From an optimization exercise on the open Yosys and OpenROAD flow, aimed at small area, a short achievable clock period and few clock cycles per item; shortcuts taken in it are not production practice. At most, simulation tests tie the RTL to the original design; equivalence was not proved. Power and IR drop assume default switching activity.

==> trial 89 <==
==> flow/design.v (excerpt) <==
module matmul_engine #(
  parameter int N     = 6,
  parameter int A_W   = 8,
  parameter int B_W   = 8,
  parameter int K_MAX = 16,
  parameter int ACC_W = 20,
  parameter int OUT_W = 16
) (
  input  logic                            clk,
  input  logic                            rst,
  input  logic                            start,
  output logic                            start_ready,
  input  logic [$clog2(K_MAX+1)-1:0]      k_len,
  input  logic                            in_valid,
  output logic                            in_ready,
  input  logic [N-1:0][A_W-1:0]           in_a,
  input  logic [N-1:0][B_W-1:0]           in_b,
  output logic                            out_valid,
  input  logic                            out_ready,
  output logic [N-1:0][OUT_W-1:0]         out_row,
  output logic [$clog2(N)-1:0]            out_ridx,
  output logic                            busy,
  output logic                            done
);
  localparam int KW = $clog2(K_MAX + 1);
  localparam int RW = $clog2(N);
  logic          cur_v, cur_z, cur_first;    
  logic [KW-1:0] cur_rem;                    
  logic          pend_v;                     
  logic [KW-1:0] pend_k;
  logic [3:0]    njobs;                      
  logic          done_reg;
  logic          in_ready_q, start_ready_q, busy_q;   
  logic          cur_v_n, cur_z_n, cur_first_n, pend_v_n;
  logic [KW-1:0] cur_rem_n, pend_k_n;
  logic [3:0]    njobs_n;
  logic          busy_n;
  logic [N-1:0]          sv, sf, sl;         
  logic [A_W-1:0]        sa [N][N];          
  logic [N-1:0][B_W-1:0] sb [N];             
  logic [N-1:0]          holds;              
  logic [N-1:0]          ptr;                
  logic                   q0v, q1v;          
  logic [N-1:0][OUT_W-1:0] q0;
  ...
clock: 10.0 ns
lec_check: 0
cap_margin: 20
core_margin: 2
core_utilization: 40
setup_slack_margin: 5
slew_margin: 20
synth_hierarchical: 1
standard.sh (not shown) runs the stock make flow with config.mk's settings and CLKGATE_MAP_FILE= SYNTH_SCRIPT=/design/flow/synth_recipe.tcl, a recipe that flattens the netlist after the stock synthesis.
==> flow/flow/run.sh <==
#!/bin/bash
# Standard ORFS layout with three changes to how the layout is made:
#  - timing repair aims at a tighter period than the clock constraint (setup
#    margin), so the resizer works on every path longer than that target;
#  - the port buffers are sky130_fd_sc_hd__buf_4 cells (the standard flow
#    picks a delay cell), every input and output still gets its own buffer;
#  - the resizer may swap cells of a different footprint.
# Synthesis is the standard one, unchanged. Each step's log is in orfs/logs.
set -euo pipefail
MARGIN=${MARGIN:-6.9}
bash standard.sh synth > synth.log 2>&1
bash standard.sh SETUP_SLACK_MARGIN=$MARGIN MATCH_CELL_FOOTPRINT=0 \
  "BUFFER_PORTS_ARGS=-buffer_cell sky130_fd_sc_hd__buf_4" finish > layout.log 2>&1
==> build 76: changes against trial 89 <==
--- a/flow/design.v
+++ b/flow/design.v
@@ -292,23 +292,22 @@
   logic k174;
   logic s175;
   logic k176;
   logic s177;
   logic k178;
   always_ff @(posedge clk or posedge rst) begin
     if (rst) begin
-      en   <= 1'b0;
-      clr  <= 1'b0;
-      nclr <= 1'b1;
+      en  <= 1'b0;
+      clr <= 1'b0;
     end else begin
-      en   <= en_d;
-      clr  <= clr_d;
-      nclr <= ~clr_d;
+      en  <= en_d;
+      clr <= clr_d;
     end
   end
+  assign nclr = ~clr;
   gate8 u_gate (.a(a), .en(en), .y(ag));
   assign pp_0_0 = ~(ag[0] & b[0]);
   assign pp_0_1 = ~(ag[0] & b[1]);
   assign pp_0_2 = ~(ag[0] & b[2]);
   assign pp_0_3 = ~(ag[0] & b[3]);
   assign pp_0_4 = ~(ag[0] & b[4]);
   assign pp_0_5 = ~(ag[0] & b[5]);
@@ -676,15 +675,14 @@
   logic [KW-1:0] pend_k;
   logic [3:0]    njobs;                      
   logic          done_reg;
   logic          in_ready_q, start_ready_q, busy_q;   
   logic          cur_v_n, cur_z_n, cur_first_n, pend_v_n;
   logic [KW-1:0] cur_rem_n, pend_k_n;
   logic [3:0]    njobs_n;
-  logic          busy_n;
   logic [N-1:0]          sv, sf, sl;         
   logic [A_W-1:0]        sa [N][N];          
   logic [N-1:0][B_W-1:0] sb [N];             
   logic [N-1:0]          holds;              
   logic [N-1:0]          ptr;                
   logic                   q0v, q1v;          
   logic [N-1:0][OUT_W-1:0] q0;
@@ -735,16 +733,14 @@
         cur_v_n     = 1'b0;
       end
     end else if (st_fire) begin
       pend_v_n = 1'b1;
       pend_k_n = k_len;
     end
     njobs_n = njobs + {3'b0, st_fire} - {3'b0, pop & (ridx == RW'(N - 1))};
-    busy_n  = st_fire | (njobs > 4'd1) |
-              ((njobs == 4'd1) & ~(out_ready & q0v & (ridx == RW'(N - 1))));
   end
   always_comb begin
     sv_n[0] = frz[0] ? sv[0] : fire0;
     sf_n[0] = frz[0] ? sf[0] : (cur_first | cur_z);
     sl_n[0] = frz[0] ? sl[0] : last0;
     for (int s = 1; s < N; s++) begin
       sv_n[s] = frz[s] ? sv[s] : (sv[s-1] & ~frz[s-1]);
@@ -792,15 +788,15 @@
       cur_rem       <= cur_rem_n;
       pend_v        <= pend_v_n;
       pend_k        <= pend_k_n;
       njobs         <= njobs_n;
       done_reg      <= pop & (ridx == RW'(N - 1));
       in_ready_q    <= cur_v_n & ~cur_z_n & ~frz_n[0];
       start_ready_q <= ~pend_v_n;
-      busy_q        <= busy_n;
+      busy_q        <= (njobs_n != '0);
     end
   end
   always_ff @(posedge clk or posedge rst) begin
     if (rst) begin
       sv    <= '0;
       sf    <= '0;
       sl    <= '0;
==> flow/flow/run.sh (replaced) <==
#!/bin/bash
# Standard ORFS layout with three changes to how the layout is made:
#  - timing repair aims at a tighter period than the clock constraint (setup
#    margin), so the resizer works on every path longer than that target;
#  - the port buffers are sky130_fd_sc_hd__buf_4 cells (the standard flow
#    picks a delay cell), every input and output still gets its own buffer;
#  - the resizer may swap cells of a different footprint.
# Synthesis is the standard one, unchanged. Each step's log is in orfs/logs.
set -euo pipefail
MARGIN=${MARGIN:-6.3}
bash standard.sh synth > synth.log 2>&1
bash standard.sh SETUP_SLACK_MARGIN=$MARGIN MATCH_CELL_FOOTPRINT=0 \
  "BUFFER_PORTS_ARGS=-buffer_cell sky130_fd_sc_hd__buf_4" finish > layout.log 2>&1
==> build 85: changes against trial 89 <==
--- a/flow/design.v
+++ b/flow/design.v
@@ -564,14 +564,15 @@
   assign c[3] = 1'b0;
   assign c[4] = 1'b0;
 endmodule
 package pe_pol;
   localparam logic [19:0] SPOL = 20'h03e00;
   localparam logic [19:0] CPOL = 20'h01300;
   localparam logic [19:0] CMSK = 20'hfffe0;   
+  localparam int CLO = 5;   
 endpackage
 module fa_cell (
   input  logic a,
   input  logic b,
   input  logic ci,
   output logic s,
   output logic co
@@ -606,47 +607,115 @@
   input  logic [N-1:0][ACC_W-1:0] s,
   input  logic [N-1:0][ACC_W-1:0] c,
   input  logic                    ld0,     
   input  logic                    from1,   
   input  logic                    ld1,     
   output logic [OUT_W-1:0]        q0
 );
-  logic [N-1:0]     sel;
-  logic [ACC_W-1:0] ms, mc, vs, vc;
-  logic [OUT_W-1:0] q1, y;
-  logic [15:0]      lo;
-  logic [4:0]       hi0, hi1;
-  logic             ovf0, ovf1, ovf, sg;
+  localparam int CLO = pe_pol::CLO;
+  logic [N-1:0][ACC_W-1:CLO] cx;
+  logic [ACC_W-1:0]   ms, vs;
+  logic [ACC_W-1:CLO] mc, vc;
+  logic [14:0]      lo;
+  logic             c15, ovf0, ovf1, sg0, sg1, h0, h1;
+  logic [OUT_W-1:0] q1, y, d;
+  rowsel #(.N(N), .W(ACC_W)) u_sels (.clk(clk), .rst(rst), .sel_d(sel_d), .x(s), .y(ms));
+  rowsel #(.N(N), .W(ACC_W - CLO)) u_selc (.clk(clk), .rst(rst), .sel_d(sel_d), .x(cx), .y(mc));
+  always_comb
+    for (int i = 0; i < N; i++) cx[i] = c[i][ACC_W-1:CLO];
+  assign vs = ms ^ pe_pol::SPOL;
+  assign vc = mc ^ pe_pol::CPOL[ACC_W-1:CLO];
+  colsum #(.CLO(CLO)) u_sum (
+    .a(vs), .b(vc), .lo(lo), .c15(c15),
+    .ovf0(ovf0), .ovf1(ovf1), .sg0(sg0), .sg1(sg1), .h0(h0), .h1(h1)
+  );
+  satsel u_sat (
+    .lo(lo), .c15(c15), .ovf0(ovf0), .ovf1(ovf1), .sg0(sg0), .sg1(sg1),
+    .h0(h0), .h1(h1), .q1(q1), .from1(from1), .y(y), .d(d)
+  );
+  always_ff @(posedge clk) begin
+    if (ld0) q0 <= d;
+    if (ld1) q1 <= y;
+  end
+endmodule
+module rowsel #(
+  parameter int N = 6,
+  parameter int W = 20
+) (
+  input  logic                clk,
+  input  logic                rst,
+  input  logic [N-1:0]        sel_d,
+  input  logic [N-1:0][W-1:0] x,
+  output logic [W-1:0]        y
+);
+  logic [N-1:0] sel;
   always_ff @(posedge clk or posedge rst) begin
     if (rst) sel <= N'(1);
     else     sel <= sel_d;
   end
   always_comb begin
-    ms = '0;
-    mc = '0;
-    for (int i = 0; i < N; i++) begin
-      ms = ms | (s[i] & {ACC_W{sel[i]}});
-      mc = mc | (c[i] & {ACC_W{sel[i]}});
-    end
+    y = '0;
+    for (int i = 0; i < N; i++) y = y | (x[i] & {W{sel[i]}});
   end
-  assign vs = ms ^ pe_pol::SPOL;
-  assign vc = (mc ^ pe_pol::CPOL) & pe_pol::CMSK;
-  assign lo   = {1'b0, vs[14:0]} + {1'b0, vc[14:0]};
-  assign hi0  = vs[19:15] + vc[19:15];
-  assign hi1  = vs[19:15] + vc[19:15] + 5'd1;
+endmodule
+module colsum #(
+  parameter int CLO = 5
+) (
+  input  logic [19:0]  a,
+  input  logic [19:CLO] b,
+  output logic [14:0] lo,
+  output logic        c15,
+  output logic        ovf0,
+  output logic        ovf1,
+  output logic        sg0,
+  output logic        sg1,
+  output logic        h0,
+  output logic        h1
+);
+  logic [4:0] hi0, hi1;
+  logic [19:0] bz;
+  assign bz = {b, {CLO{1'b0}}};
+  assign {c15, lo} = {1'b0, a[14:0]} + {1'b0, bz[14:0]};
+  assign hi0  = a[19:15] + bz[19:15];
+  assign hi1  = a[19:15] + bz[19:15] + 5'd1;
   assign ovf0 = (hi0 != 5'b00000) && (hi0 != 5'b11111);
   assign ovf1 = (hi1 != 5'b00000) && (hi1 != 5'b11111);
-  assign ovf  = lo[15] ? ovf1 : ovf0;
-  assign sg   = lo[15] ? hi1[4] : hi0[4];
-  assign y    = ovf ? (sg ? 16'h8000 : 16'h7fff)
-                    : {lo[15] ? hi1[0] : hi0[0], lo[14:0]};
-  always_ff @(posedge clk) begin
-    if (ld0) q0 <= from1 ? q1 : y;
-    if (ld1) q1 <= y;
-  end
+  assign sg0  = hi0[4];
+  assign sg1  = hi1[4];
+  assign h0   = hi0[0];
+  assign h1   = hi1[0];
+endmodule
+module satsel (
+  input  logic [14:0] lo,
+  input  logic        c15,
+  input  logic        ovf0,
+  input  logic        ovf1,
+  input  logic        sg0,
+  input  logic        sg1,
+  input  logic        h0,
+  input  logic        h1,
+  input  logic [15:0] q1,
+  input  logic        from1,
+  output logic [15:0] y,
+  output logic [15:0] d
+);
+  logic ovf, sg, h;
+  assign ovf = c15 ? ovf1 : ovf0;
+  assign sg  = c15 ? sg1 : sg0;
+  assign h   = c15 ? h1 : h0;
+  assign y   = ovf ? {sg, {15{~sg}}} : {h, lo};
+  assign d   = from1 ? q1 : y;
+endmodule
+module lmux (
+  input  logic s,
+  input  logic a,
+  input  logic b,
+  output logic y
+);
+  assign y = s ? a : b;
 endmodule
 module matmul_engine #(
   parameter int N     = 6,
   parameter int A_W   = 8,
   parameter int B_W   = 8,
   parameter int K_MAX = 16,
   parameter int ACC_W = 20,
@@ -766,15 +835,48 @@
     frz1[N-1] = conf1[N-1];
     frz0[N-1] = conf0[N-1];
     for (int s = N - 2; s >= 0; s--) begin
       frz1[s] = conf1[s] | frz1[s+1];
       frz0[s] = conf0[s] | frz0[s+1];
     end
     frz_n = pop ? frz1 : frz0;
-    en_n  = sv_n & ~frz_n;
+  end
+  logic [N-1:0] en_p1, en_p0, clr_p1, clr_p0, clr_n;
+  logic [1:0]   sv0_x, fire0_x;                   
+  logic [1:0]   en0_p1, en0_p0, clr0_p1, clr0_p0;  
+  logic         en0_m1, en0_m0, clr0_m1, clr0_m0;
+  always_comb begin
+    for (int r = 0; r < N; r++) begin
+      en_p0[r]  = sv_n[r] & ~frz0[r];
+      en_p1[r]  = q0v ? (sv_n[r] & ~frz1[r]) : en_p0[r];
+      clr_p0[r] = en_p0[r] & sf_n[r];
+      clr_p1[r] = en_p1[r] & sf_n[r];
+    end
+    fire0_x[1] = cur_v & ~frz[0];
+    fire0_x[0] = cur_v & ~frz[0] & cur_z;
+    for (int x = 0; x < 2; x++) begin
+      sv0_x[x] = frz[0] ? sv[0] : fire0_x[x];
+      en0_p0[x]  = sv0_x[x] & ~(sv0_x[x] & sf_n[0] & holds_n[0] & ~(hp_n & nq & ptr_n[0]))
+                            & ~frz0[1];
+      en0_p1[x]  = q0v ? (sv0_x[x] & ~(sv0_x[x] & sf_n[0] & holds_n[0] & ~(hp_n & ptr_n[0]))
+                                   & ~frz1[1])
+                       : en0_p0[x];
+      clr0_p0[x] = en0_p0[x] & sf_n[0];
+      clr0_p1[x] = en0_p1[x] & sf_n[0];
+    end
+  end
+  lmux u_en0m1  (.s(in_valid), .a(en0_p1[1]),  .b(en0_p1[0]),  .y(en0_m1));
+  lmux u_en0m0  (.s(in_valid), .a(en0_p0[1]),  .b(en0_p0[0]),  .y(en0_m0));
+  lmux u_clr0m1 (.s(in_valid), .a(clr0_p1[1]), .b(clr0_p1[0]), .y(clr0_m1));
+  lmux u_clr0m0 (.s(in_valid), .a(clr0_p0[1]), .b(clr0_p0[0]), .y(clr0_m0));
+  lmux u_en0    (.s(out_ready), .a(en0_m1),  .b(en0_m0),  .y(en_n[0]));
+  lmux u_clr0   (.s(out_ready), .a(clr0_m1), .b(clr0_m0), .y(clr_n[0]));
+  for (genvar r = 1; r < N; r++) begin : g_enm
+    lmux u_en  (.s(out_ready), .a(en_p1[r]),  .b(en_p0[r]),  .y(en_n[r]));
+    lmux u_clr (.s(out_ready), .a(clr_p1[r]), .b(clr_p0[r]), .y(clr_n[r]));
   end
   always_ff @(posedge clk or posedge rst) begin
     if (rst) begin
       cur_v         <= 1'b0;
       cur_z         <= 1'b0;
       cur_first     <= 1'b0;
       cur_rem       <= '0;
@@ -845,15 +947,15 @@
   logic [ACC_W-1:0] acc_c [N][N];
   for (genvar gi = 0; gi < N; gi++) begin : g_row
     for (genvar gj = 0; gj < N; gj++) begin : g_col
       pe u_pe (
         .clk  (clk),
         .rst  (rst),
         .en_d (en_n[gi]),
-        .clr_d(en_n[gi] & sf_n[gi]),
+        .clr_d(clr_n[gi]),
         .a    (sa[gi][gi]),
         .b    (sb[gi][gj]),
         .s    (acc_s[gi][gj]),
         .c    (acc_c[gi][gj])
       );
     end
   end
==> flow/flow/run.sh (replaced) <==
#!/bin/bash
# Standard ORFS layout with three changes to how the layout is made:
#  - timing repair aims at a tighter period than the clock constraint (setup
#    margin), so the resizer works on every path longer than that target;
#  - the port buffers are sky130_fd_sc_hd__buf_4 cells (the standard flow
#    picks a delay cell), every input and output still gets its own buffer;
#  - the resizer may swap cells of a different footprint.
# Synthesis is the standard one, unchanged. Each step's log is in orfs/logs.
set -euo pipefail
MARGIN=${MARGIN:-6.3}
bash standard.sh synth > synth.log 2>&1
bash standard.sh SETUP_SLACK_MARGIN=$MARGIN MATCH_CELL_FOOTPRINT=0 \
  "BUFFER_PORTS_ARGS=-buffer_cell sky130_fd_sc_hd__buf_4" finish > layout.log 2>&1
--- a/flow/config.mk
+++ b/flow/config.mk
@@ -4,10 +4,11 @@
 export VERILOG_FILES = /design/flow/design.v
 export SDC_FILE = /design/flow/constraint.sdc
 export NUM_CORES = 4
 export LEC_CHECK = 0
 export CAP_MARGIN = 20
 export CORE_MARGIN = 2
 export CORE_UTILIZATION = 40
+export PLACE_DENSITY = 0.7
 export SETUP_SLACK_MARGIN = 5
 export SLEW_MARGIN = 20
 export SYNTH_HIERARCHICAL = 1
==> notes <==
Build 76 produced a clean layout. Build 85 finished clean. Trial 89 finished with timing, DRC and antenna clean. Between trial 89 and build 85, the lower power is in build 85 (gap about 7%, measured against build 85). Synthesized area: trial 89 < build 76 < build 85. In trial 89 the setup slack is lower than in build 85, by 220 ps. The lowest via count belongs to build 76, the highest to build 85. Clock power: trial 89 is lower than build 85 (3.4%). Clock skew, lowest first: build 85, trial 89, build 76. In build 76 the first-iteration DRC count is smaller than in trial 89, by about 7.5%.
Testbench counts of build 85, summed over its fixed seeds: cycles 7,275, jobs 768.
Only the layout flow was run in trial 89 and build 76; the RTL was not checked for function there.

## what the ideal ports hide
In the flow no input, the clock included, has a driving cell. The finished layouts below were timed again as built, in two steps. Step 1, drivers: a clkbuf_16 drives clk and a buf_2 each remaining input, both assumed. Step 2 times the ports against the registers' clock, not the clock port: input delays grow and output delays shrink by t, the midpoint of the rising clock arrivals with the driver on. a / b / c = no drivers / after step 1 / after step 2; a / b = the first two.
run | shift t [ns] | slack for setup (ns) | worst slew at a driven data input, ns
trial 89 | 1.039 | 6.084 / 6.084 / 6.061 | 0.09
build 76 | 1.032 | 6.217 / 6.217 / 5.571 | 0.09
build 85 | 1.024 | 6.308 / 6.252 / 5.458 | 0.28
After both steps setup and hold are still met in every run listed. For build 85, which loses most, drivers alone change the setup slack by -0.056 ns; drivers and shift together by -0.850 ns.
